What follows belongs to an exercise in optimizing a design on an open flow for small area, a short achievable clock period and few clock cycles per item; a production flow would make more cautious choices. Where RTL was checked, it was by simulation tests only, not by an equivalence proof against the original. The RTL of runs 1 and 2 was laid out without a check of its function. No activity file was given, so power comes from the tool's default toggle rates.

--- flow/config.mk ---
export PLATFORM = sky130hd
export DESIGN_NAME = unordered_value_table_unit
export DESIGN_NICKNAME = unordered_value_table_unit
export VERILOG_FILES = /design/flow/design.v
export SDC_FILE = /design/flow/constraint.sdc
export NUM_CORES = 4
export LEC_CHECK = 0
export CAP_MARGIN = 20
export CORE_MARGIN = 2
export CORE_UTILIZATION = 65
export PLACE_DENSITY = 0.75
export SETUP_SLACK_MARGIN = 2.0
export SLEW_MARGIN = 20
--- flow/constraint.sdc ---
create_clock -name core_clock -period 5.0 [get_ports {aclk}]
set_input_delay 1.0000 -clock core_clock [delete_from_list [all_inputs] [get_ports {aclk}]]
set_output_delay 1.0000 -clock core_clock [all_outputs]
set_load 0.01 [all_outputs]
--- flow/design.v ---
`timescale 1ns / 1ps
package uvt_pkg;
    localparam int CmdW    = 2;
    localparam int ValueW  = 32;
    localparam int StatusW = 2;
    localparam int FoundW  = 4;
    localparam int CountW  = 5;
    localparam int InDataW  = 40;
    localparam int OutDataW = 16;
    typedef enum logic [CmdW-1:0] {
        CMD_APPEND = 2'd0,
        CMD_POP    = 2'd1,
        CMD_LOCATE = 2'd2,
        CMD_REMOVE = 2'd3
    } uvt_cmd_t;
    typedef enum logic [StatusW-1:0] {
        STAT_OK        = 2'd0,
        STAT_NOT_FOUND = 2'd1,
        STAT_FULL      = 2'd2,
        STAT_EMPTY     = 2'd3
    } uvt_status_t;
    typedef enum logic [1:0] {
        ST_IDLE,
        ST_SCAN,
        ST_MOVE,
        ST_RESP
    } uvt_state_t;
endpackage
`timescale 1ns / 1ps
module uvt_ram #(
    parameter int WIDTH = 32,
    parameter int DEPTH = 16
) (
    input  logic                     aclk,
    input  logic [DEPTH-1:0]         we,      
    input  logic [WIDTH-1:0]         wdata,   
    input  logic [DEPTH-1:0]         lsel,    
    input  logic [WIDTH-1:0]         key,     
    output logic [DEPTH-1:0]         eq,      
    output logic [WIDTH-1:0]         rdata    
);
    logic [WIDTH-1:0] mem [DEPTH];
    always_ff @(posedge aclk) begin
        for (int j = 0; j < DEPTH; j++) begin
            if (we[j]) mem[j] <= wdata;
        end
    end
    always_comb begin
        rdata = '0;
        for (int j = 0; j < DEPTH; j++) begin
            eq[j] = (mem[j] == key);
            rdata = rdata | (mem[j] & {WIDTH{lsel[j]}});
        end
    end
endmodule
`timescale 1ns / 1ps
import uvt_pkg::*;
module unordered_value_table_unit #(
    parameter int DEPTH = 16
) (
    input  logic                aclk,
    input  logic                aresetn,
    input  logic                s_tvalid,
    output logic                s_tready,
    input  logic [uvt_pkg::InDataW-1:0]  s_tdata,
    output logic                m_tvalid,
    input  logic                m_tready,
    output logic [uvt_pkg::OutDataW-1:0] m_tdata
);
    localparam int AW = $clog2(DEPTH);
    localparam int CW = $clog2(DEPTH + 1);
    localparam int RW = StatusW + FoundW + CountW;
    logic              s_tready_reg;
    logic              e_valid;
    logic [CmdW-1:0]   e_cmd;
    logic [ValueW-1:0] e_val;
    logic [DEPTH-1:0]  e_eq;
    logic [DEPTH-1:0]  e_fix_sel;    
    logic              e_fix_val;    
    logic [CW-1:0]     cnt_reg;
    logic [DEPTH-1:0]  occ;
    logic [DEPTH-1:0]  last_sel;
    logic [1:0]        q_n;
    logic [RW-1:0]     q_head;
    logic [RW-1:0]     q_tail;
    logic              accept;
    logic              fire;
    logic              pop;
    logic [1:0]        q_n_next;
    logic              e_valid_next;
    assign accept = s_tvalid && s_tready_reg;
    assign fire   = e_valid && !q_n[1];
    assign pop    = q_n != 2'd0 && m_tready;
    assign q_n_next     = q_n - 2'(pop) + 2'(fire);
    assign e_valid_next = accept || (e_valid && !fire);
    assign s_tready = s_tready_reg;
    assign m_tvalid = q_n != 2'd0;
    assign m_tdata  = {{(OutDataW-RW){1'b0}}, q_head};
    logic [CmdW-1:0]   s_cmd;
    logic [ValueW-1:0] s_val;
    logic [DEPTH-1:0]  c_eq;
    logic              c_same;
    logic              c_last_eq;
    logic [ValueW-1:0] last_val;
    assign s_cmd     = s_tdata[CmdW-1:0];
    assign s_val     = s_tdata[CmdW+ValueW-1:CmdW];
    assign c_same    = s_val == e_val;
    assign c_last_eq = |(c_eq & last_sel);
    logic              is_app, is_pop, is_loc, is_rem;
    logic [DEPTH-1:0]  eq;
    logic [DEPTH-1:0]  hit;
    logic [DEPTH-1:0]  first;
    logic [DEPTH-1:0]  app_sel;
    logic [DEPTH-1:0]  we;
    logic [ValueW-1:0] wdata;
    logic              any_hit;
    logic [AW-1:0]     fidx;
    logic              empty, full;
    logic              grow, shrink;
    logic [CW-1:0]     cnt_next;
    logic [DEPTH-1:0]  occ_next;
    logic [DEPTH-1:0]  last_next;
    logic [StatusW-1:0] stat;
    logic [RW-1:0]     res;
    assign is_app = e_cmd == CMD_APPEND;
    assign is_pop = e_cmd == CMD_POP;
    assign is_loc = e_cmd == CMD_LOCATE;
    assign is_rem = e_cmd == CMD_REMOVE;
    assign empty  = !occ[0];
    assign full   = occ[DEPTH-1];
    always_comb begin
        eq = (e_eq & ~e_fix_sel) | (e_fix_sel & {DEPTH{e_fix_val}});
        hit = eq & occ;
        first = '0;
        fidx = '0;
        for (int j = DEPTH - 1; j >= 0; j--) begin
            if (hit[j]) begin
                first = '0;
                first[j] = 1'b1;
                fidx = AW'(j);
            end
        end
        any_hit = |hit;
        app_sel = {last_sel[DEPTH-2:0], empty};
    end
    assign wdata = is_rem ? last_val : e_val;
    assign we    = fire ? (is_app ? app_sel : is_rem ? first : '0) : '0;
    assign grow   = is_app && !full;
    assign shrink = (is_pop && !empty) || (is_rem && any_hit);
    always_comb begin
        cnt_next  = cnt_reg;
        occ_next  = occ;
        last_next = last_sel;
        if (grow) begin
            cnt_next  = cnt_reg + CW'(1);
            occ_next  = {occ[DEPTH-2:0], 1'b1};
            last_next = app_sel;
        end else if (shrink) begin
            cnt_next  = cnt_reg - CW'(1);
            occ_next  = {1'b0, occ[DEPTH-1:1]};
            last_next = {1'b0, last_sel[DEPTH-1:1]};
        end
    end
    always_comb begin
        if (is_app) stat = full ? STAT_FULL : STAT_OK;
        else if (empty) stat = STAT_EMPTY;
        else if (is_pop || any_hit) stat = STAT_OK;
        else stat = STAT_NOT_FOUND;
    end
    assign res = {cnt_next, (is_loc || is_rem) ? fidx : AW'(0), stat};
    uvt_ram #(
        .WIDTH(ValueW),
        .DEPTH(DEPTH)
    ) u_entries (
        .aclk  (aclk),
        .we    (we),
        .wdata (wdata),
        .lsel  (last_sel),
        .key   (s_val),
        .eq    (c_eq),
        .rdata (last_val)
    );
    always_ff @(posedge aclk) begin
        if (!aresetn) begin
            e_valid      <= 1'b0;
            s_tready_reg <= 1'b1;
            cnt_reg      <= '0;
            occ          <= '0;
            last_sel     <= '0;
            q_n          <= 2'd0;
        end else begin
            e_valid      <= e_valid_next;
            s_tready_reg <= !e_valid_next || !q_n_next[1];
            if (fire) begin
                cnt_reg  <= cnt_next;
                occ      <= occ_next;
                last_sel <= last_next;
            end
            q_n <= q_n_next;
        end
    end
    always_ff @(posedge aclk) begin
        if (accept) begin
            e_cmd     <= s_cmd;
            e_val     <= s_val;
            e_eq      <= c_eq;
            e_fix_sel <= we;
            e_fix_val <= is_app ? c_same : c_last_eq;
        end
        if (q_n == 2'd0 || (q_n == 2'd1 && pop)) begin
            if (fire) q_head <= res;
        end else if (q_n == 2'd2 && pop) begin
            q_head <= q_tail;
        end
        if (fire && q_n == 2'd1 && !pop) q_tail <= res;
    end
endmodule
--- flow/run.sh ---
#!/bin/bash
# synth_recipe.tcl (not shown) runs the flow's synth.tcl, then flattens the netlist and writes it again
# the make line also repeats each setting of config.mk as NAME=value (left out here)
make -C /OpenROAD-flow-scripts/flow DESIGN_CONFIG=/design/flow/config.mk WORK_HOME=/design/flow/orfs CLKGATE_MAP_FILE= SYNTH_SCRIPT=/design/flow/synth_recipe.tcl finish
==> Flow_metrics.wiki, run 1 <==
{| class="wikitable"
! Metric !! Value
|-
| Largest net degree at the start of global routing || 52
|-
| Layout cells sized above 1 || 0.1935
|-
| Yosys warning total || 3
|-
| Most numerous cell on the critical path || buf_4
|-
| Worst setup slack after layout || roughly 1800 ps
|-
| Most frequently used cell type in the post-synthesis netlist || edfxtp_1
|-
| Number of antenna violations at the first check in global routing || 11
|-
| Cell type with the largest total area after synthesis || edfxtp_1
|-
| Final clock skew || ~23 ps
|-
| Estimated wirelength of the detail-placed design || about 85000 um
|-
| Library cell used as clock root buffer || clkbuf_16
|-
| Maximum operating frequency || 313.6 MHz
|-
| Top cell types by occurrence after synthesis || edfxtp_1, xnor2_1, xor2_1, a22oi_1, nor2_1
|-
| Post-layout min period || 3189 ps
|-
| Routed WL || between 100000 and 150000 um
|-
| Main synth FF type || edfxtp_1
|-
| GRT Total Usage || 0.5356
|-
| Synthesized flop and latch total || about 640
|-
| Family with the most delay on the worst path || buffers and inverters
|-
| Required time of the critical path || around 5500 ps
|-
| Adder and majority gate portion of the synthesized area || 0.001645
|-
| Proportion of netlist area held by the largest area contributor || 0.5930
|-
| H-tree Lvls || 3
|-
| Vias after detailed routing || 23870
|-
| Wire length of the first global-routing pass || roughly 170000 um
|-
| Number of detailed-route iterations in the first pass || 8
|-
| DRC marker count from the first detailed-route iteration || around 5400
|-
| Fill cell total of the finished layout || between 2000 and 3000
|-
| Count of max-cap constraint violations || 0
|-
| Top-Level Pins || 62
|-
| CP cell instances || and2_4, buf_4, nor2_1, a41oi_1, buf_4
|-
| Outcome || no timing/DRC/antenna violations
|-
| RSZ-0062 raised after global routing || yes
|-
| Buffers on Ports || 50
|-
| Share of flip-flops with an asynchronous set or reset after synthesis || 0
|-
| Area overhead of the layout relative to synthesis || 18.51%
|-
| Synth top area cells || edfxtp_1, xnor2_1, xor2_1
|-
| Fraction of the yosys area taken by sequential cells || 0.6200
|-
| Startpoint types || flop
|-
| Area of combinational cells with multiple inputs || 11940 um^2
|-
| Buffer and inverter count on the worst path || 2
|-
| Mux cell area share after synthesis || 0.01036
|-
| Power density normalized to cell area || between 300 and 400 nW/um^2
|-
| Count of distinct cell types in the synthesized netlist || between 60 and 70
|-
| Post-synthesis cell count || between 2000 and 2500
|-
| Worst ir drop on vdd || 393.0 uV
|-
| Total power || approximately 14 mW
|-
| Tcrit/Tclk final || 0.6378
|-
| Routed wire per std cell || approximately 43 um
|-
| Least-Margin Pin Slew || between 1000 and 1500 ps
|-
| CP arrival || 3660 ps
|-
| Worst Setup End Kind || flop
|-
| GPL Wtd Cong || 1.161
|-
| Post-cts hold buffer count || 0
|-
| Post-synthesis area per instance || around 13 um^2
|-
| Clk buf depth || 3
|-
| Crit path largest cell delay || about 700 ps
|-
| Leakage dissipation || 11.65 nW
|-
| FF+latch area || 18890 um^2
|-
| Die Footprint || between 40000 and 50000 um^2
|-
| Clock transition at the register clock pins on the worst setup and hold paths after CTS || roughly 60 ps
|-
| Initial Utilization || 0.6564
|-
| Crit Path Class || reg2reg
|-
| Number of nets with antenna violations after detailed routing || 0
|-
| Cts bufs inserted || 68
|-
| Xor and xnor area share after synthesis || 0.1583
|-
| Core box area || 46360 um^2
|-
| Post-synthesis instance area || 30430 um^2
|-
| Via count of the first global-routing pass || about 21000
|-
| Number of max-slew violations in the final report || 0
|-
| CTS tree || yes
|-
| Max FFs per register || a little over 500
|-
| Clock latency reported for the late side of the worst-skew pair || between 600 and 700 ps
|-
| Count of final setup violators || 0
|-
| Count of endpoints failing hold in the final timing report || 0
|-
| Slowest cell on the critical path || buf_4
|-
| Synth Area in Compound Gates || 0.1011
|-
| Total Negative Setup Slacks || 0 ps
|-
| Combinational family with the most area after synthesis || XOR/XNOR gates
|-
| Maximum fanout along the worst path || 44
|-
| Row count || 79
|-
| Vias per inst || roughly 7.8
|-
| Count of flip-flops with a built-in enable after synthesis || 601
|-
| Leftover overflow at the end of global routing || 0
|-
| Die height || 220.4 um
|-
| Layout net count || ~2400
|-
| # DRC || 0
|-
| Number of sinks handled by clock tree synthesis || around 640
|-
| Worst setup timing slack at the placement stage || 764.1 ps
|-
| Width of the die || between 200 and 250 um
|-
| Headroom to the max-slew limit || 0.2185
|-
| Largest registers || u_entries.mem x512, e_val x32
|-
| Path type of the worst min-delay path || reg2reg
|-
| Simple-gate share of the synthesized area || 0.08178
|-
| Register ranked first by flip-flop count || u_entries.mem
|}
-- final cells by class --
type                    count  area share
flip-flops and latches    642      0.5237
multi-input cells        1433      0.3309
repair buffers            216     0.06307
clock buffers              91     0.05277
well taps                 607     0.02106
clock inverters            26    0.005551
inverters                  26    0.002706
diodes                      3   0.0002082
-- path summary, 6_finish.rpt --
path	slack (ps)	cells past startpoint	start	endpoint
worst max-delay path	1810	5	e_cmd[1]	u_entries.mem[4][13]
worst min-delay path	510	2	e_valid	e_valid
worst max register to register	1810	5	e_cmd[1]	u_entries.mem[4][13]
worst min register to register	510	2	e_valid	e_valid
-- metal layers --
metal	share of wire	GRT usage
met1	0.31	0.6498
met2	0.40	0.7400
met3	0.19	0.2705
met4	0.11	0.3785
met5	0.0023	0
-- report_power, final --
| group | internal (mW) | total, mW | switching, mW |
|---|---|---|---|
| sequential | 6.46 | 6.78 | 0.323 |
| clock | 2.82 | 4.94 | 2.12 |
| combinational | 0.859 | 2.67 | 1.81 |
-- kinds of logic after synthesis --
kind of cell               count (synthesis)
other                                      1
buffers and inverters                    190
muxes                                     28
xor gates and xnor gates                 550
and+or+nand+nor                          468
DFF                                      642
AOI/OAI and AO/OA                        378
adders and majority gates                  4
-- what timing repair did --
action	4_1_cts	5_1_grt
buffers inserted	43	7
gates resized for setup	185	61
cloned	2	7
setup endpoints to repair	731	292
pin swaps	33	8
-- worst min-delay path, stage by stage (launching register included) --
cell	delay (ps)
dfxtp_1	330
a21oi_1	70
nor2_1	80
-- cell usage in the layout (no fill, tap or decap), drive strengths merged, types with 10 or more instances in the layout --
cell / instances
edfxtp: 601
xor2: 275
xnor2: 275
buf: 163
a22oi: 121
nor2: 108
nand4: 100
clkbuf: 100
nor4: 84
nand2: 79
a22o: 72
a221oi: 72
dfxtp: 41
a311oi: 27
a21oi: 27
inv: 26
mux2: 25
and3: 23
clkdlybuf4s50: 21
clkinv: 21
nand3: 20
a41oi: 20
dlygate4sd2: 12
and2: 12
o21ai: 12
clkdlybuf4s15: 10
-- stage by stage --
stage	utilization	cells	area, um^2	hold WS, ps
after floorplan	-	2265	30510	463.4
after CTS	0.7648	3027	35450	512.0
final	0.7780	3044	36070	510.0
after global placement	0.6907	2865	32020	474.3
after detailed placement	0.6907	2865	32020	497.9
after global routing	0.7778	3041	36060	541.7
==> inputs of run 2 (changes only) <==
--- a/flow/config.mk
+++ b/flow/config.mk
@@ -10,2 +10,3 @@
 export CORE_UTILIZATION = 65
+export CTS_BUF_LIST = sky130_fd_sc_hd__clkbuf_4 sky130_fd_sc_hd__clkbuf_8
 export PLACE_DENSITY = 0.75
==> run 2 against run 1 <==
  * Register-to-register slack better by 30 ps
  * Synthesized area did not move
  * Die area stayed put
  * Clock skew grew 21 ps
  * Fmax fell by 6.4%
  * Sequential share of layout area is 0.35 points higher
  * Cell count increased by 2.4%
  * Critical path type is now in2reg
  * Critical endpoint is now e_fix_val
  * Largest power group unchanged
==> Flow_metrics.wiki, run 2 <==
{| class="wikitable"
! Metric !! Value
|-
| Fill cell total of the finished layout || 2787 (+4.0%)
|-
| Wire length of the first global-routing pass || 173700 um (+0.80%)
|-
| Largest registers || u_entries.mem x512, e_val x32
|-
| Top-Level Pins || 62 (unchanged)
|-
| Post-layout min period || 3406 ps (+216.6 ps)
|-
| CTS tree || yes
|-
| DRC marker count from the first detailed-route iteration || 6025 (+11%)
|-
| Number of antenna violations at the first check in global routing || 17 (+6)
|-
| Most frequently used cell type in the post-synthesis netlist || edfxtp_1
|-
| Core box area || 46360 um^2 (unchanged)
|-
| Area overhead of the layout relative to synthesis || 17.72%
|-
| Post-cts hold buffer count || 0 (unchanged)
|-
| Number of detailed-route iterations in the first pass || 10 (+2)
|-
| Estimated wirelength of the detail-placed design || 85370 um (unchanged)
|-
| Vias after detailed routing || 24310 (+1.9%)
|-
| Width of the die || 220.4 um (unchanged)
|-
| Buffer and inverter count on the worst path || 3 (+1)
|-
| Buffers on Ports || 50 (unchanged)
|-
| RSZ-0062 raised after global routing || yes
|-
| Most common library cell in the layout ignoring fill and taps || edfxtp_1
|-
| Cell Count Post-Placement || 2865 (unchanged)
|-
| Total Negative Setup Slacks || 0 ps (unchanged)
|-
| Library cell used as clock root buffer || clkbuf_8
|-
| Headroom to the max-slew limit || 0.1983 (-0.02018)
|-
| CP arrival || 4010 ps (+350 ps)
|-
| Commonest non-fill, non-tap cells in the layout || edfxtp_1, xor2_1, xnor2_1
|-
| Slowest cell on the critical path || nand4_1
|-
| Leftover overflow at the end of global routing || 0 (unchanged)
|-
| Final cell count without fillers || 3116 (+2.4%)
|-
| Number of sinks handled by clock tree synthesis || 642 (unchanged)
|-
| Top cell types by occurrence after synthesis || edfxtp_1, xnor2_1, xor2_1, a22oi_1, nor2_1
|-
| Proportion of netlist area held by the largest area contributor || 0.5930 (unchanged)
|-
| Crit Path Class || in2reg
|-
| Clk buf depth || 3 (unchanged)
|-
| Layout cells sized above 1 || 0.2058 (+0.01226)
|-
| Gate power share || 0.194 (+0.009)
|-
| Count of max-cap constraint violations || 0 (unchanged)
|-
| Vias per inst || 7.803 (-0.49%)
|-
| Share of flip-flops with an asynchronous set or reset after synthesis || 0 (unchanged)
|-
| GPL Wtd Cong || 1.161 (unchanged)
|-
| Worst Setup End Kind || flop
|-
| Cell type with the largest total area after synthesis || edfxtp_1
|-
| Least-Margin Pin Slew || 1203 ps (+30.27 ps)
|-
| Count of distinct cell types in the synthesized netlist || 63 (unchanged)
|-
| Post-synthesis cell count || 2261 (unchanged)
|-
| Maximum fanout along the worst path || 9 (-80%)
|-
| Max FFs per register || 512 (unchanged)
|-
| Worst ir drop on vdd || 295.9 uV (-25%)
|-
| Area of combinational cells with multiple inputs || 11770 um^2 (-1.4%)
|-
| Crit path largest cell delay || 660 ps (-40 ps)
|-
| Initial Utilization || 0.6564 (unchanged)
|-
| Power density normalized to cell area || 388.3 nW/um^2 (-2.7%)
|-
| Fraction of power spent switching nets || 0.3120 (+0.01629)
|-
| Routed WL || 133300 um (+1.3%)
|-
| Maximum operating frequency || 293.6 MHz (-6.4%)
|-
| Post-synthesis instance area || 30430 um^2 (unchanged)
|-
| Number of max-slew violations in the final report || 0 (unchanged)
|-
| Row count || 79 (unchanged)
|-
| Startpoint types || input pin
|-
| Path type of the worst min-delay path || reg2reg
|-
| FF+latch area || 18890 um^2 (unchanged)
|-
| Required time of the critical path || 5600 ps (+130 ps)
|-
| Yosys warning total || 3 (unchanged)
|-
| Register ranked first by flip-flop count || u_entries.mem
|-
| Clock latency reported for the late side of the worst-skew pair || 760 ps (+130 ps)
|-
| Outcome || no timing/DRC/antenna violations
|-
| Largest net degree at the start of global routing || 52 (unchanged)
|-
| Tcrit/Tclk final || 0.6812 (+0.04332)
|-
| Leakage dissipation || 11.61 nW (-0.34%)
|-
| Die height || 220.4 um (unchanged)
|-
| Family with the most delay on the worst path || simple AND/OR/NAND/NOR gates
|-
| Count of flip-flops with a built-in enable after synthesis || 601 (unchanged)
|-
| Main synth FF type || edfxtp_1
|-
| Net Sw Power || 4.340 mW (+2.0%)
|-
| Clock transition at the register clock pins on the worst setup and hold paths after CTS || 70 ps (about the same)
|-
| Die Footprint || 48570 um^2 (unchanged)
|-
| Most numerous cell on the critical path || buf_4
|-
| Clock Power Share || 0.318 (-0.025)
|-
| Synth top area cells || edfxtp_1, xnor2_1, xor2_1
|-
| Fraction of the yosys area taken by sequential cells || 0.6200 (unchanged)
|-
| Internal power || 9.571 mW (-5.6%)
|-
| Count of endpoints failing hold in the final timing report || 0 (unchanged)
|-
| Synthesized flop and latch total || 642 (unchanged)
|-
| H-tree Lvls || 3 (unchanged)
|-
| Routed wire per std cell || 42.78 um (-1.0%)
|-
| CP cell instances || dlygate4sd2_1, buf_4, xnor2_1, nand4_1, nor4_2, buf_4, nor3b_1, a2111oi_0, and4_1, o21ai_1
|-
| Count of final setup violators || 0 (unchanged)
|-
| Final clock skew || 44.01 ps (+20.88 ps)
|-
| # DRC || 0 (unchanged)
|-
| Number of nets with antenna violations after detailed routing || 0 (unchanged)
|-
| Via count of the first global-routing pass || 21610 (+1.6%)
|-
| GRT Total Usage || 0.5394 (+0.003876)
|-
| Post-synthesis area per instance || 13.46 um^2 (unchanged)
|-
| Reg power frac || 0.488 (+0.017)
|-
| Layout net count || 2471 (+1.5%)
|-
| Cts bufs inserted || 101 (+49%)
|}
run 2: worst paths after layout:
| check | start | end | slack (ps) | cells past startpoint |
|---|---|---|---|---|
| max | s_tdata[30] | e_fix_val | 1590 | 10 |
| min | e_valid | e_valid | 520 | 2 |
| max reg2reg | last_sel[5] | u_entries.mem[5][31] | 1840 | 5 |
| min reg2reg | e_valid | e_valid | 520 | 2 |
run 2: worst reg2reg max path: stages (launching register included):
cell and delay, ps:
dfxtp_2 1080, buf_4 500, a22oi_1 120, nand4_1 160
nor2_1 50, a21oi_1 880
run 2: logic make-up after synthesis:
kind of cell / Yosys count / share of synthesized area
fa+ha+maj: 4 / 0.001645
other cells: 1 / 0.0001232
xor+xnor: 550 / 0.1583
simple gates: 468 / 0.08178
mux: 28 / 0.01036
flops: 642 / 0.6200
buf+inv: 190 / 0.02668
compound gates: 378 / 0.1011
run 2: metal layers:
layer,track usage,wire length [um],part of all wire
met5,0.02121,138,0.0010
met4,0.3745,13600,0.10
met3,0.2907,26020,0.20
met2,0.7381,52590,0.39
met1,0.6493,40950,0.31
run 2: layout make-up:
cell class,instances,share of cell area
Clock buffer,136,0.04736
Timing Repair Buffer,219,0.06608
Sequential cell,642,0.5272
Inverter,26,0.002724
Multi-Input combinational cell,1433,0.3285
Clock inverter,42,0.006077
Tap cell,607,0.02120
Antenna cell,11,0.0007684
run 2: power by group through the flow:
stage	logic, mW	clock network (mW)	registers (mW)
final	2.70	4.42	6.79
after global routing	2.72	4.57	6.79
after CTS	2.40	4.33	6.76
after detailed placement	2.29	0	6.87
after global placement	2.24	0	6.86
after floorplan	1.44	0	6.68
run 2: stage by stage:
stage	utilization	worst slack (ps)	power [mW]	hold WS (ps)	area, um^2
after floorplan	-	1975	8.112	463.4	30510
after global placement	0.6907	782.9	9.095	474.3	32020
after detailed placement	0.6907	764.1	9.160	497.9	32020
after CTS	0.7598	1961	13.49	513.5	35230
after global routing	0.7723	1669	14.07	558.7	35800
final	0.7728	1594	13.91	515.3	35820
run 2: what timing repair did:
| item | in CTS | in global routing |
|---|---|---|
| gates cloned | 7 | 3 |
| pin swaps | 23 | 11 |
| resized for setup | 152 | 45 |
| buffers inserted | 39 | 13 |
| setup endpoints to repair | 766 | 272 |
==> inputs of run 3 (changes only) <==
--- a/flow/design.v
+++ b/flow/design.v
@@ -101,4 +101,3 @@
     logic [DEPTH-1:0]  c_eq;
-    logic              c_same;
-    logic              c_last_eq;
+    logic              c_fix_eq;
     logic [ValueW-1:0] last_val;
@@ -106,4 +105,3 @@
     assign s_val     = s_tdata[CmdW+ValueW-1:CmdW];
-    assign c_same    = s_val == e_val;
-    assign c_last_eq = |(c_eq & last_sel);
+    assign c_fix_eq  = s_val == wdata;
     logic              is_app, is_pop, is_loc, is_rem;
@@ -207,3 +205,3 @@
             e_fix_sel <= we;
-            e_fix_val <= is_app ? c_same : c_last_eq;
+            e_fix_val <= c_fix_eq;
         end
--- a/flow/config.mk
+++ b/flow/config.mk
@@ -9,5 +9,7 @@
 export CORE_MARGIN = 2
-export CORE_UTILIZATION = 65
-export CTS_BUF_LIST = sky130_fd_sc_hd__clkbuf_4 sky130_fd_sc_hd__clkbuf_8
-export PLACE_DENSITY = 0.75
+export CORE_UTILIZATION = 40
+export CTS_BUF_LIST = sky130_fd_sc_hd__clkbuf_8
+export CTS_CLUSTER_DIAMETER = 50
+export CTS_CLUSTER_SIZE = 16
+export PLACE_DENSITY = 0.6
 export SETUP_SLACK_MARGIN = 2.0
==> run 3 against run 2 <==
  * Sequential power is 1% lower
  * Die area is 62% higher
  * Worst setup slack better by 240 ps
  * Critical endpoint is now e_eq[8]
  * Largest cell class unchanged
  * Worst hold slack better by 13 ps
  * Design area is 1.2% lower
  * Fmax is 7.5% higher
  * Still clean on timing, DRC and antenna
==> Flow_metrics.wiki, run 3 <==
{| class="wikitable"
! Metric !! Value
|-
| Top-Level Pins || 62 (unchanged)
|-
| Count of final setup violators || 0 (unchanged)
|-
| Routed WL || 140900 um (+5.7%)
|-
| Headroom to the max-slew limit || 0.2740 (+0.07569)
|-
| Count of endpoints failing hold in the final timing report || 0 (unchanged)
|-
| # DRC || 0 (unchanged)
|-
| Synth Area in Compound Gates || 0.1011 (about the same)
|-
| Total power || 13.94 mW (+0.20%)
|-
| Final clock skew || 31.49 ps (-12.52 ps)
|-
| Register ranked first by flip-flop count || u_entries.mem
|-
| Clock transition at the register clock pins on the worst setup and hold paths after CTS || 90 ps (+20 ps)
|-
| Maximum operating frequency || 315.6 MHz (+7.5%)
|-
| Cell Count Post-Placement || 3272 (+14%)
|-
| Leakage dissipation || 12.21 nW (+5.2%)
|-
| Post-layout min period || 3169 ps (-237.3 ps)
|-
| Tcrit/Tclk final || 0.6337 (-0.04745)
|-
| Worst setup slack after layout || 1831 ps (+237.3 ps)
|-
| Internal reg-to-reg setup slack || 1920 ps (+80 ps)
|-
| Layout net count || 2444 (-1.1%)
|-
| Yosys warning total || 3 (unchanged)
|-
| Power density normalized to cell area || 394.0 nW/um^2 (+1.5%)
|-
| Worst Setup EP || e_eq[8]
|-
| DRC marker count from the first detailed-route iteration || 4164 (-31%)
|-
| Startpoint of the worst-slack reg-to-reg timing path || last_sel[8]
|-
| Worst Setup End Kind || flop
|-
| Main synth FF type || edfxtp_1
|-
| Simple-gate share of the synthesized area || 0.07467 (-0.007105)
|-
| Reg-to-reg critical path endpoint || e_fix_val
|-
| Count of max-cap constraint violations || 0 (unchanged)
|-
| Row count || 101 (+28%)
|-
| Outcome || no timing/DRC/antenna violations
|-
| Clock latency reported for the late side of the worst-skew pair || 710 ps (-50 ps)
|-
| Combinational family with the most area after synthesis || XOR/XNOR gates
|-
| CP arrival || 3680 ps (-330 ps)
|-
| Worst setup timing slack at the placement stage || 1114 ps (+349.8 ps)
|-
| Layout cells sized above 1 || 0.1558 (-0.04997)
|-
| Commonest non-fill, non-tap cells in the layout || edfxtp_1, xor2_1, buf_4
|-
| Number of cells on the worst reg-to-reg path || 9 (+4)
|-
| Top cell types by occurrence after synthesis || edfxtp_1, xor2_1, nor4_1, a22oi_1, clkbuf_1
|-
| Number of sinks handled by clock tree synthesis || 642 (unchanged)
|-
| Worst setup path start || s_tdata[7]
|-
| Adder and majority gate portion of the synthesized area || 0.001634 (-0.00001061)
|-
| Max FFs per register || 512 (unchanged)
|-
| Leftover overflow at the end of global routing || 0 (unchanged)
|-
| Post-synthesis area per instance || 13.52 um^2 (+0.43%)
|-
| Startpoint types || input pin
|-
| Most frequently used cell type in the post-synthesis netlist || edfxtp_1
|-
| RSZ-0062 raised after global routing || yes
|-
| Maximum fanout along the worst path || 19 (+10)
|-
| Number of antenna violations at the first check in global routing || 17 (unchanged)
|-
| Estimated wirelength of the detail-placed design || 98480 um (+15%)
|-
| Mux cell area share after synthesis || 0.01732 (+0.006959)
|-
| Number of nets with antenna violations after detailed routing || 0 (unchanged)
|-
| Proportion of netlist area held by the largest area contributor || 0.5892 (-0.003828)
|-
| Xor and xnor area share after synthesis || 0.1644 (+0.006127)
|-
| Synthesized flop and latch total || 642 (unchanged)
|-
| Clk buf depth || 3 (unchanged)
|-
| Initial Utilization || 0.4040 (-0.2525)
|-
| CTS tree || yes
|-
| GRT Total Usage || 0.3533 (-0.1861)
|-
| Die Footprint || 78800 um^2 (+62%)
|-
| Least-Margin Pin Slew || 1085 ps (-117.2 ps)
|-
| Vias after detailed routing || 22420 (-7.8%)
|-
| Share of flip-flops with an asynchronous set or reset after synthesis || 0 (unchanged)
|-
| Fraction of the yosys area taken by sequential cells || 0.6160 (-0.004002)
|-
| Post-synthesis instance area || 30630 um^2 (+0.65%)
|-
| Library cell used as clock root buffer || clkbuf_8
|-
| Cell type with the largest total area after synthesis || edfxtp_1
|-
| Number of detailed-route iterations in the first pass || 7 (-3)
|-
| Fill cell total of the finished layout || 6659 (+140%)
|-
| Die height || 280.7 um (+27%)
|-
| Cts bufs inserted || 76 (-25%)
|-
| Width of the die || 280.7 um (+27%)
|-
| Largest registers || u_entries.mem x512, e_val x32
|-
| Buffers on Ports || 50 (unchanged)
|-
| Post-synthesis cell count || 2266 (+0.22%)
|-
| GPL Wtd Cong || 1.051 (-9.4%)
|-
| Final cell count without fillers || 3433 (+10%)
|-
| Number of max-slew violations in the final report || 0 (unchanged)
|-
| Total Negative Setup Slacks || 0 ps (unchanged)
|-
| Vias per inst || 6.529 (-16%)
|-
| Worst ir drop on vdd || 198.5 uV (-33%)
|-
| Wire length of the first global-routing pass || 185200 um (+6.6%)
|-
| Required time of the critical path || 5510 ps (-90 ps)
|-
| Largest net degree at the start of global routing || 51 (-1.9%)
|-
| Crit Path Class || in2reg
|-
| Area overhead of the layout relative to synthesis || 15.51%
|-
| Most common library cell in the layout ignoring fill and taps || edfxtp_1
|-
| Post-cts hold buffer count || 0 (unchanged)
|-
| Via count of the first global-routing pass || 20790 (-3.8%)
|-
| Synth top area cells || edfxtp_1, xor2_1, dfxtp_1
|-
| Routed wire per std cell || 41.05 um (-4.0%)
|-
| H-tree Lvls || 3 (unchanged)
|-
| Count of flip-flops with a built-in enable after synthesis || 601 (unchanged)
|-
| Path type of the worst min-delay path || reg2reg
|-
| Count of distinct cell types in the synthesized netlist || 54 (-14%)
|-
| Core box area || 75820 um^2 (+64%)
|}
run 3: cell count changes after synthesis, moves of 29 or more:
cell     delta
xor2_1    +260
xnor2_1   -235
nor4_1     +47
nand4_1    -45
nor2_1     -39
o211a_1    +29
run 3: routing by layer:
metal	vias to the layer above	share of wire	GRT usage
li1	8908	-	-
met3	353	0.12	0.08371
met1	11370	0.38	0.4734
met4	20	0.067	0.1985
met5	-	0.0013	0
met2	1769	0.43	0.5270
run 3: power by group:
group / internal, mW / total (mW) / switching [mW] / leakage, nW
Combinational: 0.943 / 2.91 / 1.97 / 5.51
Sequential: 6.41 / 6.72 / 0.304 / 5.84
Clock: 2.05 / 4.31 / 2.25 / 0.857
run 3: worst max-delay path, cell delays in order:
cell	delay [ps]
clkdlybuf4s50_1	460
buf_4	310
xor2_1	240
nor4_1	800
nand4_1	460
nor2_1	380
run 3: cell type report:
class	count	area [um^2]	share of cell area
Clock inverter	57	658.1	0.01860
Multi-Input combinational cell	1450	11390	0.3219
Tap cell	978	1224	0.03459
Sequential cell	642	18920	0.5348
Antenna cell	3	7.507	0.0002122
Clock buffer	77	1060	0.02995
Inverter	14	52.55	0.001485
Timing Repair Buffer	212	2071	0.05853
run 3: logic make-up (layout without fill, tap and decap cells):
group / Yosys count / after routing
flops: 642 / 642
xor+xnor: 575 / 575
simple gates: 426 / 427
compound gates: 389 / 389
buf+inv: 179 / 360
mux: 50 / 50
fa+ha+maj: 4 / 4
other cells: 1 / 8
run 3: worst min path at each step:
stage | from | end | slack, ps | cells past startpoint
after detailed placement | cnt_reg[4] | cnt_reg[4] | 510 | 2
after CTS | cnt_reg[4] | cnt_reg[4] | 530 | 2
final | cnt_reg[4] | cnt_reg[4] | 530 | 2
after global routing | occ[3] | occ[3] | 560 | 1
after floorplan | cnt_reg[4] | cnt_reg[4] | 480 | 2
after global placement | cnt_reg[4] | cnt_reg[4] | 500 | 2
run 3: through the flow:
stage | area [um^2] | hold WS (ps) | utilization
2_1_floorplan | 30710 | 476.6 | -
6_report | 35380 | 528.8 | 0.4666
4_1_cts | 35170 | 527.5 | 0.4638
5_1_grt | 35380 | 557.6 | 0.4666
3_5_place_dp | 33000 | 513.5 | 0.4353
3_3_place_gp | 33000 | 502.8 | 0.4353
run 3: what timing repair did:
item | 4_1_cts | 5_1_grt
hold endpoints to repair | 0 | 0
cloned | 0 | 2
endpoints found under the setup margin | 540 | 239
setup buffers | 17 | 5
resized for setup | 48 | 26
pin swaps | 7 | 3
Testbench counts of run 3, summed over its fixed seeds: cycles 12,016, items 12,000.
==> inputs of run 4 (changes only) <==
--- a/flow/config.mk
+++ b/flow/config.mk
@@ -10,5 +10,2 @@
 export CORE_UTILIZATION = 40
-export CTS_BUF_LIST = sky130_fd_sc_hd__clkbuf_8
-export CTS_CLUSTER_DIAMETER = 50
-export CTS_CLUSTER_SIZE = 16
 export PLACE_DENSITY = 0.6
==> run 4 against run 3 <==
  * Critical endpoint is now e_eq[12]
  * Clock power increased by 25%
  * Cell count shrank 0.44%
  * Worst setup slack improved by 40 ps
  * Register-to-register slack lost 20 ps
  * Via count about the same
  * Wire length about the same
==> Flow_metrics.wiki, run 4 <==
{| class="wikitable"
! Metric !! Value
|-
| Outcome || no timing/DRC/antenna violations
|-
| Crit path largest cell delay || 660 ps (-140 ps)
|-
| Most frequently used cell type in the post-synthesis netlist || edfxtp_1
|-
| Met2 layer usage reported by global route || 0.5248 (-0.002221)
|-
| Vias after detailed routing || 22430 (+0.049%)
|-
| Count of final setup violators || 0 (unchanged)
|-
| Routed wire per std cell || 41.22 um (+0.43%)
|-
| Yosys warning total || 3 (unchanged)
|-
| Width of the die || 280.7 um (unchanged)
|-
| Cts bufs inserted || 73 (-3.9%)
|-
| Synthesized flop and latch total || 642 (unchanged)
|-
| Commonest non-fill, non-tap cells in the layout || edfxtp_1, xor2_1, buf_4
|-
| Core box area || 75820 um^2 (unchanged)
|-
| Worst Setup End Kind || flop
|-
| Number of cells on the worst reg-to-reg path || 9 (unchanged)
|-
| Routed WL || 140900 um (about the same)
|-
| Count of endpoints failing hold in the final timing report || 0 (unchanged)
|-
| GPL Wtd Cong || 1.051 (unchanged)
|-
| Vias per inst || 6.561 (+0.49%)
|-
| Post-layout min period || 3128 ps (-40.38 ps)
|-
| Max FFs per register || 512 (unchanged)
|-
| Internal reg-to-reg setup slack || 1900 ps (-20 ps)
|-
| Count of flip-flops with a built-in enable after synthesis || 601 (unchanged)
|-
| Largest registers || u_entries.mem x512, e_val x32
|-
| Clk buf depth || 3 (unchanged)
|-
| Post-layout utilization of the core || 0.4743 (+0.007706)
|-
| Net Sw Power || 4.524 mW (about the same)
|-
| H-tree Lvls || 3 (unchanged)
|-
| Via count of the first global-routing pass || 20800 (+0.067%)
|-
| Crit Path Class || in2reg
|-
| Fill cell total of the finished layout || 6579 (-1.2%)
|-
| Startpoint types || input pin
|-
| Final clock skew || 24.31 ps (-7.178 ps)
|-
| Power density normalized to cell area || 416.9 nW/um^2 (+5.8%)
|-
| Largest net degree at the start of global routing || 51 (unchanged)
|-
| Cell type with the largest total area after synthesis || edfxtp_1
|-
| Reg power frac || 0.449 (-0.033)
|-
| Layout cells sized above 1 || 0.1480 (-0.007840)
|-
| Maximum operating frequency || 319.7 MHz (+1.3%)
|-
| Buffers on Ports || 50 (unchanged)
|-
| Met3 track utilization from global routing || 0.08654 (+0.002827)
|-
| GRT Total Usage || 0.3533 (about the same)
|-
| Proportion of netlist area held by the largest area contributor || 0.5892 (unchanged)
|-
| Fraction of power spent switching nets || 0.3018 (-0.02306)
|-
| Number of max-slew violations in the final report || 0 (unchanged)
|-
| RSZ-0062 raised after global routing || yes
|-
| Wire length of the first global-routing pass || 185100 um (about the same)
|-
| Most common library cell in the layout ignoring fill and taps || edfxtp_1
|-
| Main synth FF type || edfxtp_1
|-
| Clock transition at the register clock pins on the worst setup and hold paths after CTS || 60 ps (-30 ps)
|-
| Reg-to-reg critical path endpoint || e_fix_val
|-
| Gate power share || 0.192 (-0.017)
|-
| DRC marker count from the first detailed-route iteration || 4117 (-1.1%)
|-
| Post-synthesis instance area || 30630 um^2 (unchanged)
|-
| Row count || 101 (unchanged)
|-
| N_diodes || 0 (-3)
|-
| CTS tree || yes
|-
| Count of distinct cell types in the synthesized netlist || 54 (unchanged)
|-
| Leakage dissipation || 12.47 nW (+2.1%)
|-
| Startpoint of the worst-slack reg-to-reg timing path || last_sel[8]
|-
| Estimated wirelength of the detail-placed design || 98480 um (unchanged)
|-
| CP cell instances || clkdlybuf4s50_1, buf_4, xor2_1, nor4_1, nand4_1, nor2_1
|-
| Headroom to the max-slew limit || 0.2768 (+0.002779)
|-
| Worst hold path stage count || 2 (unchanged)
|-
| CP arrival || 3510 ps (-170 ps)
|-
| Number of detailed-route iterations in the first pass || 6 (-1)
|-
| Share of flip-flops with an asynchronous set or reset after synthesis || 0 (unchanged)
|-
| Met1 track demand over resource || 0.4722 (-0.001227)
|-
| Post-synthesis area per instance || 13.52 um^2 (unchanged)
|-
| Required time of the critical path || 5380 ps (-130 ps)
|-
| Highest-utilization routing layer at the global route stage || met2
|-
| Synth top area cells || edfxtp_1, xor2_1, dfxtp_1
|-
| Library cell used as clock root buffer || clkbuf_16
|-
| Die Footprint || 78800 um^2 (unchanged)
|-
| Least-Margin Pin Slew || 1081 ps (-4.155 ps)
|-
| Slowest cell on the critical path || clkdlybuf4s50_1
|-
| Total power || 14.99 mW (+7.6%)
|-
| Clock Power Share || 0.359 (+0.050)
|-
| Fraction of the yosys area taken by sequential cells || 0.6160 (unchanged)
|-
| Register ranked first by flip-flop count || u_entries.mem
|-
| # DRC || 0 (unchanged)
|-
| Top-Level Pins || 62 (unchanged)
|-
| Tcrit/Tclk final || 0.6256 (-0.008076)
|-
| Count of max-cap constraint violations || 0 (unchanged)
|-
| Area overhead of the layout relative to synthesis || 17.42%
|-
| Leftover overflow at the end of global routing || 0 (unchanged)
|-
| Top cell types by occurrence after synthesis || edfxtp_1, xor2_1, nor4_1, a22oi_1, clkbuf_1
|-
| Total Negative Setup Slacks || 0 ps (unchanged)
|-
| Sink of the worst hold path || cnt_reg[4]
|-
| Layout net count || 2438 (-0.25%)
|-
| Area of combinational cells with multiple inputs || 11390 um^2 (unchanged)
|-
| Initial Utilization || 0.4040 (unchanged)
|-
| Internal power || 10.47 mW (+11%)
|-
| Clock latency reported for the late side of the worst-skew pair || 630 ps (-80 ps)
|-
| Number of antenna violations at the first check in global routing || 9 (-8)
|-
| Die height || 280.7 um (unchanged)
|-
| Number of nets with antenna violations after detailed routing || 0 (unchanged)
|-
| Maximum fanout along the worst path || 18 (-1)
|-
| Path type of the worst min-delay path || reg2reg
|-
| Worst ir drop on vdd || 233.5 uV (+18%)
|-
| FF+latch area || 18920 um^2 (unchanged)
|-
| Post-synthesis cell count || 2266 (unchanged)
|-
| Number of sinks handled by clock tree synthesis || 642 (unchanged)
|-
| Hold path startpoint || cnt_reg[4]
|}
run 4: cell counts after synthesis:
Identical to the previous run, type by type.
run 4: cell type report:
type,count,share of cell area
timing repair buffer,209,0.05744
clock buffer,96,0.05667
clock inverter,29,0.007689
sequential,642,0.5261
multi-input combinational,1450,0.3166
tap,978,0.03402
inverter,14,0.001461
run 4: how the worst max path moves through the flow:
stage                start  slack, ps                    to
2_1_floorplan    e_fix_val       1600          e_fix_sel[8]
3_3_place_gp   s_tdata[27]       1070               e_eq[7]
3_5_place_dp   s_tdata[20]       1110               e_eq[3]
4_1_cts          e_fix_val       2000  u_entries.mem[5][27]
5_1_grt          e_fix_val       1910   u_entries.mem[6][7]
6_report        s_tdata[2]       1870              e_eq[12]
run 4: power by group through the flow:
stage	Sequential, mW	Combinational (mW)	Clock [mW]
finish	6.73	2.88	5.38
global route	6.74	2.97	5.59
CTS	6.72	2.78	5.39
detailed placement	6.84	2.71	0
global placement	6.83	2.69	0
floorplan	6.64	1.54	0
run 4: metrics by stage:
step	hold WS, ps	setup WS, ps	instances	instance area [um^2]
after global routing	548.6	1908	3418	35960
final	524.5	1872	3418	35960
after detailed placement	513.5	1114	3272	33000
after global placement	502.8	1070	3272	33000
after CTS	525.9	2001	3413	35770
after floorplan	476.6	1597	2270	30710
run 4: cells by family after synthesis:
family / count (synthesis) / synth area share
flip-flops: 642 / 0.6160
XOR/XNOR: 575 / 0.1644
AND/OR/NAND/NOR: 426 / 0.07467
AO/OA/AOI/OAI: 389 / 0.1011
buffers and inverters: 179 / 0.02467
multiplexers: 50 / 0.01732
adder cells (fa/ha/maj): 4 / 0.001634
other: 1 / 0.0001224
run 4: what timing repair did:
item                                    CTS  global route
hold buffers                              0             0
setup buffers                            16             2
pin swaps                                 7             3
endpoints found under the setup margin  552           233
gates resized for setup                  59            24
gates cloned                              0             3
run 4: layer usage:
layer  routed length [um]  share of wire  vias to the layer above
li1                     -              -                     8913
met1                53640           0.38                    11350
met2                60520           0.43                     1786
met3                16960           0.12                      369
met4                 9721          0.069                       12
met5                   66        0.00047                        -
run 4: critical path, delay by kind of cell:
kind	cells	cell delay, ps
xor+xnor	1	220
buf+inv	2	1020
simple gates	3	1240
==> inputs of run 5 (changes only) <==
--- a/flow/config.mk
+++ b/flow/config.mk
@@ -11,3 +11,3 @@
 export PLACE_DENSITY = 0.6
-export SETUP_SLACK_MARGIN = 2.0
+export SETUP_SLACK_MARGIN = 2.3
 export SLEW_MARGIN = 20
==> run 5 against run 4 <==
  * Still clean
  * Global-route usage is 0.21 points higher
  * Core utilization is 3.1 points higher
  * Power rose by 3.2%
  * Critical path depth grew 3
  * Fmax rose by 7.9%
  * Sequential power decreased by 1%
  * Sequential share of layout area shrank 3.2 points
  * First-iteration DRC count up 9.0%
  * Via count increased by 5.7%
  * Synthesized area did not move
  * Critical endpoint is now e_fix_val
  * Largest power group unchanged
==> Flow_metrics.wiki, run 5 <==
{| class="wikitable"
! Metric !! Value
|-
| Post-synthesis cell count || 2266 (unchanged)
|-
| Clk buf depth || 3 (unchanged)
|-
| Total power || 15.48 mW (+3.2%)
|-
| Path type of the worst min-delay path || reg2reg
|-
| Routed WL || 146100 um (+3.7%)
|-
| Power density normalized to cell area || 403.9 nW/um^2 (-3.1%)
|-
| Final design instance area without fill || 38330 um^2 (+6.6%)
|-
| Commonest non-fill, non-tap cells in the layout || edfxtp_1, xor2_1, buf_4
|-
| Headroom to the max-slew limit || 0.2490 (-0.02778)
|-
| Startpoint types || input pin
|-
| Clock transition at the register clock pins on the worst setup and hold paths after CTS || 60 ps (about the same)
|-
| # DRC || 0 (unchanged)
|-
| Count of final setup violators || 0 (unchanged)
|-
| Synthesized flop and latch total || 642 (unchanged)
|-
| Number of antenna violations at the first check in global routing || 8 (-1)
|-
| CP arrival || 3330 ps (-180 ps)
|-
| Leftover overflow at the end of global routing || 0 (unchanged)
|-
| Share of flip-flops with an asynchronous set or reset after synthesis || 0 (unchanged)
|-
| Post-layout min period || 2900 ps (-228.2 ps)
|-
| Max FFs per register || 512 (unchanged)
|-
| Most common library cell in the layout ignoring fill and taps || edfxtp_1
|-
| Layout net count || 2548 (+4.5%)
|-
| Wire length of the first global-routing pass || 187900 um (+1.5%)
|-
| Worst ir drop on vdd || 230.9 uV (-1.1%)
|-
| Clock latency reported for the late side of the worst-skew pair || 630 ps (about the same)
|-
| Most frequently used cell type in the post-synthesis netlist || edfxtp_1
|-
| Number of max-slew violations in the final report || 0 (unchanged)
|-
| GRT Total Usage || 0.3554 (+0.002107)
|-
| Die height || 280.7 um (unchanged)
|-
| Count of max-cap constraint violations || 0 (unchanged)
|-
| Final cell count without fillers || 3542 (+3.6%)
|-
| Number of sinks handled by clock tree synthesis || 642 (unchanged)
|-
| Largest registers || u_entries.mem x512, e_val x32
|-
| Initial Utilization || 0.4040 (unchanged)
|-
| Total Negative Setup Slacks || 0 ps (unchanged)
|-
| DRC marker count from the first detailed-route iteration || 4487 (+9.0%)
|-
| CTS tree || yes
|-
| Worst Setup End Kind || flop
|-
| Crit Path Class || in2reg
|-
| Count of endpoints failing hold in the final timing report || 0 (unchanged)
|-
| Estimated wirelength of the detail-placed design || 95160 um (-3.4%)
|-
| Routed wire per std cell || 41.24 um (about the same)
|-
| Final clock skew || 36.13 ps (+11.81 ps)
|-
| Top-Level Pins || 62 (unchanged)
|-
| Count of distinct cell types in the synthesized netlist || 54 (unchanged)
|-
| Via count of the first global-routing pass || 21610 (+3.9%)
|-
| RSZ-0062 raised after global routing || yes
|-
| Area overhead of the layout relative to synthesis || 25.13%
|-
| Post-synthesis instance area || 30630 um^2 (unchanged)
|-
| DP Area || 32990 um^2 (about the same)
|-
| Register ranked first by flip-flop count || u_entries.mem
|-
| Synth top area cells || edfxtp_1, xor2_1, dfxtp_1
|-
| Least-Margin Pin Slew || 1122 ps (+41.19 ps)
|-
| Leakage dissipation || 13.43 nW (+7.7%)
|-
| Width of the die || 280.7 um (unchanged)
|-
| Yosys warning total || 3 (unchanged)
|-
| GPL Wtd Cong || 1.076 (+2.4%)
|-
| Maximum fanout along the worst path || 2 (-16)
|-
| Main synth FF type || edfxtp_1
|-
| Proportion of netlist area held by the largest area contributor || 0.5892 (unchanged)
|-
| Fill cell total of the finished layout || 6447 (-2.0%)
|-
| Top cell types by occurrence after synthesis || edfxtp_1, xor2_1, nor4_1, a22oi_1, clkbuf_1
|-
| Row count || 101 (unchanged)
|-
| Vias per inst || 6.689 (+2.0%)
|-
| Vias after detailed routing || 23690 (+5.7%)
|-
| Cell Count Post-Placement || 3271 (-0.031%)
|-
| Cts bufs inserted || 73 (unchanged)
|-
| Library cell used as clock root buffer || clkbuf_16
|-
| Fraction of the yosys area taken by sequential cells || 0.6160 (unchanged)
|-
| Number of detailed-route iterations in the first pass || 8 (+2)
|-
| Count of flip-flops with a built-in enable after synthesis || 601 (unchanged)
|-
| Core box area || 75820 um^2 (unchanged)
|-
| Maximum operating frequency || 344.8 MHz (+7.9%)
|-
| Number of nets with antenna violations after detailed routing || 0 (unchanged)
|-
| H-tree Lvls || 3 (unchanged)
|-
| Required time of the critical path || 5430 ps (+50 ps)
|-
| Outcome || no timing/DRC/antenna violations
|-
| Tcrit/Tclk final || 0.5800 (-0.04564)
|-
| Largest net degree at the start of global routing || 41 (-20%)
|-
| Post-layout utilization of the core || 0.5055 (+0.03116)
|-
| Cell type with the largest total area after synthesis || edfxtp_1
|-
| Layout cells sized above 1 || 0.2327 (+0.08474)
|-
| Die Footprint || 78800 um^2 (unchanged)
|-
| Post-synthesis area per instance || 13.52 um^2 (unchanged)
|-
| Buffers on Ports || 50 (unchanged)
|}
[run 5: cell counts after synthesis]
Identical to the previous run, type by type.
[run 5: kinds of logic after synthesis]
kind of cell	share of synthesized area
XOR/XNOR	0.1644
other	0.0001224
AO/OA/AOI/OAI	0.1011
multiplexers	0.01732
adder cells (fa/ha/maj)	0.001634
AND/OR/NAND/NOR	0.07467
flip-flops	0.6160
buffers and inverters	0.02467
[run 5: layout make-up]
| class | count | area [um^2] | area share |
|---|---|---|---|
| sequential | 642 | 18930 | 0.4939 |
| clock inverter | 45 | 396.6 | 0.01035 |
| tap | 978 | 1224 | 0.03193 |
| antenna | 7 | 17.52 | 0.0004570 |
| timing repair buffer | 319 | 3507 | 0.09151 |
| inverter | 14 | 52.55 | 0.001371 |
| multi-input combinational | 1450 | 12290 | 0.3207 |
| clock buffer | 87 | 1911 | 0.04985 |
[run 5: critical path, cell delays in order]
cell             delay (ps)
clkdlybuf4s50_1         570
xnor2_2                 330
nand4_1                 280
nor3_2                  240
buf_4                   180
a31oi_1                  90
a21oi_1                 140
nand4_1                 220
nor3_4                  260
[run 5: worst paths after layout]
path	depth (start not counted)	endpoint	start	slack, ps
hold reg to reg	2	cnt_reg[4]	cnt_reg[4]	530
setup reg to reg	9	e_fix_val	last_sel[1]	2120
hold / removal	2	cnt_reg[4]	cnt_reg[4]	530
setup / recovery	9	e_fix_val	s_tdata[5]	2100
[run 5: timing repair]
item,4_1_cts,5_1_grt
pin swaps,19,44
hold buffers,0,0
hold endpoints to repair,0,0
cloned,3,12
buffers inserted,47,70
endpoints found under the setup margin,645,362
resized for setup,157,141
[run 5: where the power goes]
part / switching, mW / internal, mW
registers: 0.234 / 6.42
logic: 2.25 / 1.22
clock network: 2.27 / 3.08
total: 4.75 / 10.7
[run 5: per-stage QoR]
stage | worst slack (ps) | hold WS (ps)
after CTS | 2121 | 528.6
after global placement | 1011 | 487.0
after detailed placement | 1029 | 514.8
after floorplan | 1987 | 476.6
final | 2100 | 525.6
after global routing | 2139 | 548.5
[run 5: layer usage]
metal / GRT usage / routed length (um) / vias up
met5: 0 / 23 / -
met4: 0.2401 / 12150 / 4
met3: 0.09336 / 20700 / 477
met2: 0.5173 / 61270 / 2006
met1: 0.4651 / 51940 / 12050
li1: - / - / 9159
==> inputs of run 6 (changes only) <==
--- a/flow/config.mk
+++ b/flow/config.mk
@@ -10,4 +10,7 @@
 export CORE_UTILIZATION = 40
+export CTS_BUF_LIST = sky130_fd_sc_hd__clkbuf_16
+export CTS_CLUSTER_DIAMETER = 60
+export CTS_CLUSTER_SIZE = 25
 export PLACE_DENSITY = 0.6
-export SETUP_SLACK_MARGIN = 2.3
+export SETUP_SLACK_MARGIN = 2.0
 export SLEW_MARGIN = 20
==> run 6 against run 5 <==
  * Die area unchanged
  * Fmax down 8.4%
  * Design area down 6.8%
  * Critical path depth down 4
  * Power down 6.9%
  * Clock power down 11%
  * Register-to-register slack worse by 190 ps
  * Clock skew up 1.7 ps
  * Critical endpoint is now e_eq[3]
==> Flow_metrics.wiki, run 6 <==
{| class="wikitable"
! Metric !! Value
|-
| Outcome || no timing/DRC/antenna violations
|-
| Count of endpoints failing hold in the final timing report || 0 (unchanged)
|-
| Number of antenna violations at the first check in global routing || 9 (+1)
|-
| Commonest non-fill, non-tap cells in the layout || edfxtp_1, xor2_1, buf_4
|-
| Post-layout min period || 3166 ps (+265.7 ps)
|-
| Vias after detailed routing || 22450 (-5.3%)
|-
| Top-Level Pins || 62 (unchanged)
|-
| Initial Utilization || 0.4040 (unchanged)
|-
| Layout cells sized above 1 || 0.1535 (-0.07923)
|-
| CTS tree || yes
|-
| Final cell count without fillers || 3408 (-3.8%)
|-
| Tcrit/Tclk final || 0.6331 (+0.05315)
|-
| Wire length of the first global-routing pass || 184400 um (-1.9%)
|-
| GRT Total Usage || 0.3511 (-0.004257)
|-
| Via count of the first global-routing pass || 20610 (-4.6%)
|-
| Largest net degree at the start of global routing || 51 (+24%)
|-
| Worst ir drop on vdd || 309.9 uV (+34%)
|-
| Die height || 280.7 um (unchanged)
|-
| Main synth FF type || edfxtp_1
|-
| Estimated wirelength of the detail-placed design || 98480 um (+3.5%)
|-
| Number of max-slew violations in the final report || 0 (unchanged)
|-
| Crit Path Class || in2reg
|-
| Routed wire per std cell || 41.42 um (+0.44%)
|-
| Post-cts hold buffer count || 0 (unchanged)
|-
| Maximum operating frequency || 315.9 MHz (-8.4%)
|-
| Yosys warning total || 3 (unchanged)
|-
| Buffer and inverter count on the worst path || 1 (-1)
|-
| Slowest cell on the critical path || nor4_1
|-
| Core box area || 75820 um^2 (unchanged)
|-
| Proportion of netlist area held by the largest area contributor || 0.5892 (unchanged)
|-
| Die Footprint || 78800 um^2 (unchanged)
|-
| Largest registers || u_entries.mem x512, e_val x32
|-
| Clock latency reported for the late side of the worst-skew pair || 660 ps (+30 ps)
|-
| Cts bufs inserted || 56 (-23%)
|-
| Top Metal Used || met5
|-
| Layout net count || 2424 (-4.9%)
|-
| Max FFs per register || 512 (unchanged)
|-
| Number of sinks handled by clock tree synthesis || 642 (unchanged)
|-
| Worst Setup End Kind || flop
|-
| Sum of met2 wire segment lengths after detailed routing || 60680 um (-0.96%)
|-
| Most common library cell in the layout ignoring fill and taps || edfxtp_1
|-
| Met3 routed wirelength || 16710 um (-19%)
|-
| CP arrival || 3570 ps (+240 ps)
|-
| Leakage dissipation || 12.38 nW (-7.8%)
|-
| Sum of routed wire segments on met1 || 54040 um (+4.1%)
|-
| Top cell types by occurrence after synthesis || edfxtp_1, xor2_1, nor4_1, a22oi_1, clkbuf_1
|-
| Clk buf depth || 3 (unchanged)
|-
| Total Negative Setup Slacks || 0 ps (unchanged)
|-
| Number of detailed-route iterations in the first pass || 6 (-2)
|-
| RSZ-0062 raised after global routing || no
|-
| Startpoint types || input pin
|-
| Vias per inst || 6.587 (-1.5%)
|-
| Area overhead of the layout relative to synthesis || 16.65%
|-
| H-tree Lvls || 2 (-1)
|-
| Count of distinct cell types in the synthesized netlist || 54 (unchanged)
|-
| Count of flip-flops with a built-in enable after synthesis || 601 (unchanged)
|-
| Routed WL || 141200 um (-3.4%)
|-
| Synthesized flop and latch total || 642 (unchanged)
|-
| Path type of the worst min-delay path || reg2reg
|-
| Register ranked first by flip-flop count || u_entries.mem
|-
| Buffers on Ports || 50 (unchanged)
|-
| Count of final setup violators || 0 (unchanged)
|-
| Required time of the critical path || 5410 ps (-20 ps)
|-
| Fill cell total of the finished layout || 6618 (+2.7%)
|-
| Share of flip-flops with an asynchronous set or reset after synthesis || 0 (unchanged)
|-
| DRC marker count from the first detailed-route iteration || 4119 (-8.2%)
|-
| Leftover overflow at the end of global routing || 0 (unchanged)
|-
| Cell Count Post-Placement || 3272 (+0.031%)
|-
| Cell type with the largest total area after synthesis || edfxtp_1
|-
| GPL Wtd Cong || 1.051 (-2.3%)
|-
| Family with the most delay on the worst path || simple AND/OR/NAND/NOR gates
|-
| Crit path largest cell delay || 780 ps (+210 ps)
|-
| Maximum fanout along the worst path || 12 (+10)
|-
| Power density normalized to cell area || 403.3 nW/um^2 (-0.13%)
|-
| Number of nets with antenna violations after detailed routing || 0 (unchanged)
|-
| Post-synthesis cell count || 2266 (unchanged)
|-
| Library cell used as clock root buffer || clkbuf_16
|-
| Most frequently used cell type in the post-synthesis netlist || edfxtp_1
|-
| Synth top area cells || edfxtp_1, xor2_1, dfxtp_1
|-
| # DRC || 0 (unchanged)
|-
| Final clock skew || 37.83 ps (+1.703 ps)
|-
| Row count || 101 (unchanged)
|-
| CP cell instances || dlygate4sd2_1, xor2_1, nor4_1, nand4_1, nor2_1
|-
| Least-Margin Pin Slew || 1119 ps (-3.490 ps)
|-
| Post-synthesis instance area || 30630 um^2 (unchanged)
|-
| Count of max-cap constraint violations || 0 (unchanged)
|-
| Post-synthesis area per instance || 13.52 um^2 (unchanged)
|-
| Clock transition at the register clock pins on the worst setup and hold paths after CTS || 90 ps (+30 ps)
|-
| Width of the die || 280.7 um (unchanged)
|-
| Headroom to the max-slew limit || 0.2462 (-0.002792)
|-
| Fraction of the yosys area taken by sequential cells || 0.6160 (unchanged)
|}
==> run 6: changes by cell type in the layout (fill, tap and decap cells not counted), moves of 20 or more <==
| cell | change |
|---|---|
| a221oi_1 | +20 |
| nor4_2 | -24 |
| nor4_1 | +33 |
| buf_12 | -22 |
| buf_4 | -52 |
| clkbuf_16 | -23 |
==> run 6: per-layer routing <==
metal  vias to the layer above  track usage
met1                     11460       0.4749
li1                       8894            -
met5                         -            0
met4                         8       0.2069
met2                      1749       0.5182
met3                       336      0.07814
==> run 6: kinds of logic after synthesis <==
group	Yosys count	synth area share
flip-flops	642	0.6160
buffers and inverters	179	0.02467
XOR/XNOR	575	0.1644
other	1	0.0001224
multiplexers	50	0.01732
AND/OR/NAND/NOR	426	0.07467
adder cells (fa/ha/maj)	4	0.001634
AO/OA/AOI/OAI	389	0.1011
==> run 6: path summary, 6_finish.rpt <==
check,startpoint,to,slack (ps),cells past startpoint
worst max-delay path,s_tdata[20],e_eq[3],1830,5
worst min-delay path,cnt_reg[4],cnt_reg[4],530,2
worst max register to register,last_sel[10],e_fix_val,1930,9
worst min register to register,cnt_reg[4],cnt_reg[4],530,2
==> run 6: report_power, final <==
part,internal [mW],total (mW),switching [mW]
Clock,2.33,4.77,2.44
Combinational,0.945,2.93,1.98
Sequential,6.41,6.71,0.299
Total,9.69,14.4,4.72
==> run 6: what timing repair did <==
| item | CTS | global route |
|---|---|---|
| gates resized for setup | 53 | 34 |
| pin swaps | 7 | 3 |
| cloned | 0 | 3 |
| buffers inserted | 15 | 6 |
| endpoints found under the setup margin | 546 | 219 |
==> run 6: stage by stage <==
step                instance area (um^2)  power (mW)  utilization  setup WS (ps)  hold WS [ps]
CTS                                35410       14.28       0.4670           2001         527.9
global route                       35710       14.73       0.4710           1963         550.7
detailed placement                 33000       9.544       0.4353           1114         513.5
floorplan                          30710       8.185            -           1597         476.6
finish                             35730       14.41       0.4712           1834         527.3
global placement                   33000       9.526       0.4353           1070         502.8
==> run 6: cell type report <==
type	count	area [um^2]	area share
Antenna cell	6	15.01	0.0004202
Multi-Input combinational cell	1450	11420	0.3198
Tap cell	978	1224	0.03425
Timing Repair Buffer	212	2101	0.05880
Sequential cell	642	18920	0.5296
Clock inverter	48	540.5	0.01513
Inverter	14	52.55	0.001471
Clock buffer	58	1451	0.04062
==> run 6: tightest hold or removal path: stages (launching register included) <==
cell and delay (ps):
dfxtp_1 330, o21ai_0 70, a21boi_0 70
==> inputs of run 7 (changes only) <==
==> flow/flow/run.sh (new file) <==
#!/bin/bash
# Standard layout, but with ports buffered by a plain buffer instead of the
# default pick.
set -euo pipefail
export BUFFER_PORTS_ARGS="-buffer_cell sky130_fd_sc_hd__buf_4"
cp standard.sh standard_copy.sh.log
bash standard.sh > standard.log 2>&1
==> flow/standard.sh (new file) <==
#!/bin/bash
# synth_recipe.tcl (not shown) runs the flow's synth.tcl, then flattens the netlist and writes it again
# the make line also repeats each setting of config.mk as NAME=value (left out here)
make -C /OpenROAD-flow-scripts/flow DESIGN_CONFIG=/design/flow/config.mk WORK_HOME=/design/flow/orfs CLKGATE_MAP_FILE= SYNTH_SCRIPT=/design/flow/synth_recipe.tcl "${@:-finish}"
--- a/flow/config.mk
+++ b/flow/config.mk
@@ -10,5 +10,2 @@
 export CORE_UTILIZATION = 40
-export CTS_BUF_LIST = sky130_fd_sc_hd__clkbuf_16
-export CTS_CLUSTER_DIAMETER = 60
-export CTS_CLUSTER_SIZE = 25
 export PLACE_DENSITY = 0.6
removed: flow/run.sh
==> run 7 against run 6 <==
  * Synthesized area stayed put
  * Sequential cell count stayed put
  * Clock-buffer cell count is 34 higher
  * Die area stayed put
  * Non-clock buffer count is 44 lower
  * Core utilization is 0.65 points lower
  * Via count is 0.10% higher
  * Clock power is 12% higher
  * First-iteration DRC count is 7.9% higher
==> Flow_metrics.wiki, run 7 <==
{| class="wikitable"
! Metric !! Value
|-
| Outcome || no timing/DRC/antenna violations
|-
| Number of max-slew violations in the final report || 0 (unchanged)
|-
| Most common library cell in the layout ignoring fill and taps || edfxtp_1
|-
| Estimated wirelength of the detail-placed design || 90930 um (-7.7%)
|-
| Core box area || 75820 um^2 (unchanged)
|-
| Leakage dissipation || 12.23 nW (-1.2%)
|-
| Worst ir drop on vdd || 260.9 uV (-16%)
|-
| Register ranked first by flip-flop count || u_entries.mem
|-
| Post-synthesis cell count || 2266 (unchanged)
|-
| Post-layout min period || 3127 ps (-38.85 ps)
|-
| Path type of the worst min-delay path || reg2reg
|-
| Worst setup timing slack at the placement stage || 1393 ps (+278.7 ps)
|-
| Routed WL || 130100 um (-7.8%)
|-
| Worst setup slack after layout || 1873 ps (+38.85 ps)
|-
| Startpoint of the worst-slack reg-to-reg timing path || last_sel[12]
|-
| Final hold slack || 525.6 ps (-1.671 ps)
|-
| Hold path startpoint || occ[3]
|-
| Least-Margin Pin Slew || 1281 ps (+161.7 ps)
|-
| Max FFs per register || 512 (unchanged)
|-
| Proportion of netlist area held by the largest area contributor || 0.5892 (unchanged)
|-
| Worst hold path stage count || 1 (-1)
|-
| DRC marker count from the first detailed-route iteration || 4444 (+7.9%)
|-
| Internal reg-to-reg setup slack || 1880 ps (-50 ps)
|-
| Total Negative Setup Slacks || 0 ps (unchanged)
|-
| Top-Level Pins || 62 (unchanged)
|-
| Layout net count || 2397 (-1.1%)
|-
| Layout cells sized above 1 || 0.1464 (-0.007104)
|-
| Clock latency reported for the late side of the worst-skew pair || 640 ps (-20 ps)
|-
| Final clock skew || 30.75 ps (-7.082 ps)
|-
| Worst setup path start || s_tdata[24]
|-
| Commonest non-fill, non-tap cells in the layout || edfxtp_1, xor2_1, buf_4
|-
| Number of detailed-route iterations in the first pass || 7 (+1)
|-
| Count of final setup violators || 0 (unchanged)
|-
| Count of distinct cell types in the synthesized netlist || 54 (unchanged)
|-
| Number of sinks handled by clock tree synthesis || 642 (unchanged)
|-
| GRT Total Usage || 0.3262 (-0.02496)
|-
| Number of nets with antenna violations after detailed routing || 0 (unchanged)
|-
| Via count of the first global-routing pass || 20970 (+1.7%)
|-
| Maximum operating frequency || 319.8 MHz (+1.2%)
|-
| GPL Wtd Cong || 1.058 (+0.67%)
|-
| Largest net degree at the start of global routing || 51 (unchanged)
|-
| Initial Utilization || 0.4040 (unchanged)
|-
| Main synth FF type || edfxtp_1
|-
| Leftover overflow at the end of global routing || 0 (unchanged)
|-
| Largest registers || u_entries.mem x512, e_val x32
|-
| CP arrival || 3590 ps (+20 ps)
|-
| # DRC || 0 (unchanged)
|-
| Sink of the worst hold path || occ[3]
|-
| Worst Setup End Kind || flop
|}
## run 7: cell counts after synthesis
Identical to the previous run, type by type.
## run 7: what timing repair did
action                                  CTS  global route
hold buffers                              0             0
gates cloned                              1             1
gates resized for setup                  31            13
pin swaps                                 6             3
endpoints found under the setup margin  548           373
setup buffers                            17             3
## run 7: metal layers
layer | vias up | part of all wire | GRT usage
met3 | 416 | 0.14 | 0.09901
met1 | 11170 | 0.36 | 0.4236
met2 | 2050 | 0.42 | 0.4798
li1 | 8836 | - | -
met5 | - | 0.00026 | 0
met4 | 4 | 0.074 | 0.1955
## run 7: how the worst max path moves through the flow
stage	endpoint	slack (ps)	cells past startpoint
detailed placement	u_entries.mem[9][10]	1390	7
global route	e_fix_val	1870	8
global placement	u_entries.mem[9][10]	1400	7
CTS	e_fix_val	2010	9
finish	e_fix_val	1870	8
floorplan	e_fix_sel[8]	1600	7
## run 7: cell type report
type | count | area (um^2) | area share
timing repair buffer | 168 | 1454 | 0.04126
clock buffer | 92 | 1971 | 0.05593
inverter | 14 | 52.55 | 0.001491
clock inverter | 39 | 349.1 | 0.009908
tap | 978 | 1224 | 0.03473
sequential | 642 | 18920 | 0.5369
multi-input combinational | 1450 | 11250 | 0.3193
antenna | 6 | 15.01 | 0.0004261
## run 7: cell families after synthesis
| group | after synthesis | synth area share |
|---|---|---|
| compound gates | 389 | 0.1011 |
| xor+xnor | 575 | 0.1644 |
| fa+ha+maj | 4 | 0.001634 |
| buf+inv | 179 | 0.02467 |
| flops | 642 | 0.6160 |
| mux | 50 | 0.01732 |
| other cells | 1 | 0.0001224 |
| simple gates | 426 | 0.07467 |
## run 7: critical path: stages
cell,delay (ps)
buf_4,220
xnor2_1,380
nand4_1,310
nor3_1,990
a31oi_1,190
a21oi_1,180
nand4_1,140
nor3_1,170
## run 7: where the power goes
group	total, mW	internal [mW]	switching (mW)
clock	5.35	3.10	2.25
sequential	6.76	6.43	0.332
combinational	2.74	0.882	1.86
total	14.8	10.4	4.44
## run 7: metrics by stage
stage,std cells,area (um^2),total power [mW]
2_1_floorplan,2270,30710,8.185
3_3_place_gp,3230,32480,9.396
3_5_place_dp,3230,32500,9.434
4_1_cts,3379,35150,14.71
5_1_grt,3383,35220,15.12
6_report,3389,35230,14.84
